Source: an optimization exercise on an open RTL-to-GDS flow (aim: small area and a short achievable clock period). Production flows keep margins and buffers that such runs may drop.
Function was checked by simulation only, so behaviour that the tests miss may differ from the original.
Power is estimated from default activity; no workload was simulated.

alpha:
==> flow/design.v <==
module spi_ram #(
  parameter int MEM_DEPTH = 256,
  parameter int ADDR_SIZE = 8,
  parameter int TX_CYCLES = 8
) (
  input  logic       clk,
  input  logic       rst_n,
  input  logic [9:0] din,
  input  logic       rx_valid,
  output logic [7:0] dout,
  output logic       tx_valid,
  output logic       err
);
  localparam int DATA_W = 8;
  localparam int CNT_W  = (TX_CYCLES > 1) ? $clog2(TX_CYCLES) : 1;
  localparam logic [CNT_W-1:0] CNT_LOAD = CNT_W'(TX_CYCLES - 1);
  localparam int NPAIR  = MEM_DEPTH / 2;
  localparam int LO_W   = 5;                        
  localparam int GRP    = 1 << LO_W;                
  localparam int NGRP   = MEM_DEPTH / GRP;          
  logic [DATA_W-1:0]    slot_a [NPAIR];
  logic [DATA_W-1:0]    slot_b [NPAIR];
  logic [1:0]           ring_cnt;
  logic                 ph;
  logic                 wp, wp_dup;                 
  logic [ADDR_SIZE-1:0] wp_addr;
  logic [DATA_W-1:0]    wp_data;
  logic                 wp_land, wp_land_dup;       
  logic [DATA_W-1:0]    wp_ins;                     
  logic [NPAIR-1:0]     land_sel, land_seln;
  logic [DATA_W-1:0]    rd_stage [NGRP];
  logic                 rd_byp, rd_pol;
  logic                 rx_valid_d;
  logic [ADDR_SIZE-1:0] wr_addr, rd_addr;
  logic                 wr_addr_vld, rd_addr_vld;
  logic [CNT_W-1:0]     cnt;
  logic                 accept, wr_ok, rd_ok, rd_bad, wr_bad;
  logic [1:0]           cmd;
  assign accept = rx_valid & ~rx_valid_d;
  assign cmd    = din[9:8];
  assign wr_ok  = accept && (cmd == 2'b01) && wr_addr_vld;
  assign wr_bad = accept && (cmd == 2'b01) && !wr_addr_vld;
  assign rd_ok  = accept && (cmd == 2'b11) && rd_addr_vld && !tx_valid;
  assign rd_bad = accept && (cmd == 2'b11) && (!rd_addr_vld || tx_valid);
  always_ff @(posedge clk or negedge rst_n) begin
    if (!rst_n) begin
      rx_valid_d   <= 1'b0;
      tx_valid     <= 1'b0;
      err          <= 1'b0;
      dout         <= '0;
      wr_addr_vld  <= 1'b0;
      rd_addr_vld  <= 1'b0;
    end else begin
      rx_valid_d   <= rx_valid;
      err          <= wr_bad | rd_bad;
      if (rd_ok)
        tx_valid <= 1'b1;
      else if (cnt == '0)
        tx_valid <= 1'b0;
      if (accept && cmd == 2'b00)
        wr_addr_vld <= 1'b1;
      if (accept && cmd == 2'b10)
        rd_addr_vld <= 1'b1;
      if (rd_ok)
        dout <= rd_byp ? wp_data : (rd_stage[rd_addr[ADDR_SIZE-1:LO_W]] ^ {DATA_W{rd_pol}});
    end
  end
  always_ff @(posedge clk) begin
    if (accept && cmd == 2'b00)
      wr_addr <= din[ADDR_SIZE-1:0];
    if (accept && cmd == 2'b10)
      rd_addr <= din[ADDR_SIZE-1:0];
    if (rd_ok)
      cnt <= CNT_LOAD;
    else if (cnt != '0)
      cnt <= cnt - CNT_W'(1);
  end
  assign ph          = ring_cnt[0];
  assign wp_land     = wp && (wp_addr[0] != ph);
  assign wp_land_dup = wp_dup && (wp_addr[0] != ph);
  assign wp_ins      = ~wp_data ^ {DATA_W{ring_cnt[1] ^ ring_cnt[0] ^ wp_addr[0]}};
  always_comb
    for (int p = 0; p < NPAIR; p++) begin
      land_sel[p]  =   wp_land     && wp_addr[ADDR_SIZE-1:1] == (ADDR_SIZE-1)'(p);
      land_seln[p] = !(wp_land_dup && wp_addr[ADDR_SIZE-1:1] == (ADDR_SIZE-1)'(p));
    end
  always_ff @(posedge clk) begin
    ring_cnt <= ring_cnt + 2'd1;
    wp       <= wr_ok | (wp & ~wp_land);
    wp_dup   <= wr_ok | (wp_dup & ~wp_land_dup);
    if (wr_ok) begin
      wp_addr <= wr_addr;
      wp_data <= din[DATA_W-1:0];
    end
    for (int p = 0; p < NPAIR; p++) begin
      slot_b[p] <= slot_a[p];
      for (int b = 0; b < DATA_W; b++)
        slot_a[p][b] <= ~((slot_b[p][b] | land_sel[p]) & (land_seln[p] | wp_ins[b]));
    end
  end
  logic [ADDR_SIZE-1:0] rd_pos;
  assign rd_pos = {rd_addr[ADDR_SIZE-1:1], rd_addr[0] ^ ph};
  logic [GRP-1:0] lo_sel;
  always_comb
    for (int j = 0; j < GRP; j++)
      lo_sel[j] = (rd_pos[LO_W-1:0] == LO_W'(j));
  always_ff @(posedge clk) begin
    rd_byp <= wp && (wp_addr == rd_addr);
    rd_pol <= ring_cnt[1] ^ (rd_addr[0] & ring_cnt[0]);
    for (int g = 0; g < NGRP; g++)
      for (int b = 0; b < DATA_W; b++) begin
        logic acc;
        acc = 1'b1;
        for (int j = 0; j < GRP; j++)
          acc &= (j[0] ? slot_b[g*GRP/2 + j/2][b] : slot_a[g*GRP/2 + j/2][b]) | ~lo_sel[j];
        rd_stage[g][b] <= acc;
      end
  end
endmodule
make LEC_CHECK=0 CAP_MARGIN=20 CORE_MARGIN=2 CORE_UTILIZATION=40 CTS_CLUSTER_DIAMETER=60 CTS_CLUSTER_SIZE=24 SETUP_SLACK_MARGIN=2.2 SLEW_MARGIN=20 TNS_END_PERCENT=0 finish   # period 4.5 ns
run.sh (not shown) runs the stock make flow with config.mk's settings and CLKGATE_MAP_FILE= SYNTH_SCRIPT=/design/flow/synth_recipe.tcl, a recipe that flattens the netlist after the stock synthesis.
> inputs changed (alpha -> beta)
-- flow/design.v --
<<< alpha, line 19
  localparam int GRP    = 1 << LO_W;                
  localparam int NGRP   = MEM_DEPTH / GRP;          
  logic [DATA_W-1:0]    slot_a [NPAIR];
  logic [DATA_W-1:0]    slot_b [NPAIR];
  logic [1:0]           ring_cnt;
  logic                 ph;
  logic                 wp, wp_dup;                 
  logic [ADDR_SIZE-1:0] wp_addr;
  logic [DATA_W-1:0]    wp_data;
  logic                 wp_land, wp_land_dup;       
  logic [DATA_W-1:0]    wp_ins;                     
  logic [NPAIR-1:0]     land_sel, land_seln;
  logic [DATA_W-1:0]    rd_stage [NGRP];
>>> beta, line 19
  localparam int GRP    = 1 << LO_W;                
  localparam int NGRP   = MEM_DEPTH / GRP;          
  localparam int PLO_W  = 3;                        
  localparam int NPLO   = 1 << PLO_W;
  localparam int NPHI   = NPAIR / NPLO;
  logic [DATA_W-1:0]    slot_a [NPAIR];
  logic [DATA_W-1:0]    slot_b [NPAIR];
  logic [1:0]           ring_cnt, ring_cnt_n;
  logic                 ph;
  logic                 wp, wp_dup, wp_n, wp_dup_n;  
  logic [ADDR_SIZE-1:0] wp_addr, wp_addr_n;
  logic [DATA_W-1:0]    wp_data, wp_data_n;
  logic                 wp_land, wp_land_dup;       
  logic [DATA_W-1:0]    wp_ins;                     
  logic [NPLO-1:0]      land_lo, land_lo_n;         
  logic [NPHI-1:0]      land_hi, land_hi_n;         
  logic [NPAIR-1:0]     land_sel, land_seln;
  logic [DATA_W-1:0]    rd_stage [NGRP];
<<< alpha, line 79
  assign wp_land     = wp && (wp_addr[0] != ph);
  assign wp_land_dup = wp_dup && (wp_addr[0] != ph);
  assign wp_ins      = ~wp_data ^ {DATA_W{ring_cnt[1] ^ ring_cnt[0] ^ wp_addr[0]}};
  always_comb
    for (int p = 0; p < NPAIR; p++) begin
      land_sel[p]  =   wp_land     && wp_addr[ADDR_SIZE-1:1] == (ADDR_SIZE-1)'(p);
      land_seln[p] = !(wp_land_dup && wp_addr[ADDR_SIZE-1:1] == (ADDR_SIZE-1)'(p));
    end
  always_ff @(posedge clk) begin
    ring_cnt <= ring_cnt + 2'd1;
    wp       <= wr_ok | (wp & ~wp_land);
    wp_dup   <= wr_ok | (wp_dup & ~wp_land_dup);
    if (wr_ok) begin
      wp_addr <= wr_addr;
      wp_data <= din[DATA_W-1:0];
    end
    for (int p = 0; p < NPAIR; p++) begin
      slot_b[p] <= slot_a[p];
>>> beta, line 84
  assign wp_land     = wp && (wp_addr[0] != ph);
  assign wp_land_dup = wp_dup && (wp_addr[0] != ph);
  assign ring_cnt_n  = ring_cnt + 2'd1;
  assign wp_n        = wr_ok | (wp & ~wp_land);
  assign wp_dup_n    = wr_ok | (wp_dup & ~wp_land_dup);
  assign wp_addr_n   = wr_ok ? wr_addr : wp_addr;
  assign wp_data_n   = wr_ok ? din[DATA_W-1:0] : wp_data;
  always_comb
    for (int p = 0; p < NPAIR; p++) begin
      land_sel[p]  =   land_lo[p % NPLO]     && land_hi[p / NPLO];
      land_seln[p] =   land_lo_n[p % NPLO]   || land_hi_n[p / NPLO];
    end
  always_ff @(posedge clk) begin
    ring_cnt <= ring_cnt_n;
    wp       <= wp_n;
    wp_dup   <= wp_dup_n;
    wp_addr  <= wp_addr_n;
    wp_data  <= wp_data_n;
    for (int j = 0; j < NPLO; j++) begin
      land_lo[j]     <= wp_n     && (wp_addr_n[0] != ring_cnt_n[0]) &&
                        wp_addr_n[PLO_W:1] == PLO_W'(j);
      land_lo_n[j]   <= !(wp_dup_n && (wp_addr_n[0] != ring_cnt_n[0]) &&
                          wp_addr_n[PLO_W:1] == PLO_W'(j));
    end
    for (int i = 0; i < NPHI; i++) begin
      land_hi[i]   <= wp_addr_n[ADDR_SIZE-1:PLO_W+1] == (ADDR_SIZE-PLO_W-1)'(i);
      land_hi_n[i] <= wp_addr_n[ADDR_SIZE-1:PLO_W+1] != (ADDR_SIZE-PLO_W-1)'(i);
    end
    wp_ins <= ~wp_data_n ^ {DATA_W{ring_cnt_n[1] ^ ring_cnt_n[0] ^ wp_addr_n[0]}};
    for (int p = 0; p < NPAIR; p++) begin
      slot_b[p] <= slot_a[p];
### Flow results
beta: all stages complete, timing, DRC and antenna checks passed
Comparing alpha and beta, the lower simple-gate portion of the synthesized area was measured on alpha.
Buffer count from post-CTS setup fixing went up by more than a quarter going from alpha to beta.
Relative to alpha, the global-route usage of beta is higher by 0.28 points.
Diff alpha -> beta | average wire length per cell after detail routing | increase of 3.7%
Taking alpha as the reference, in beta count of sequential standard cells up 56, static leakage power up about 3%, post-synthesis to final-layout area growth down 3.3 points, total number of placement rows up 5, cell area after placement up 2200 sq um.
Relative to alpha, mean post-synth cell area has decreased by 0.42 sq um in beta.

[port drivers added, routing unchanged]
In the flow no input, the clock included, has a driving cell. The finished layouts below were timed again as built, in two steps. Step 1: set_driving_cell puts a clkbuf_16 on clk and a buf_2 on each other input, an assumption about the parent block. Step 2 times the ports against the registers' clock, not the clock port: input delays grow and output delays shrink by t, the midpoint of the rising clock arrivals with the driver on. a / b / c = ideal ports / drivers / drivers and shift; a / b = the first two.
run | t, ns | setup WS [ns] | cell pins on the clock port's net
alpha | 0.868 | 1.757 / 1.757 / 1.337 | 1
beta | 0.903 | 1.807 / 1.807 / 1.116 | 1
After both steps every run listed still meets setup and hold. The setup slack of beta, which loses most, moves by 0.000 ns with the drivers and by -0.691 ns with both steps.
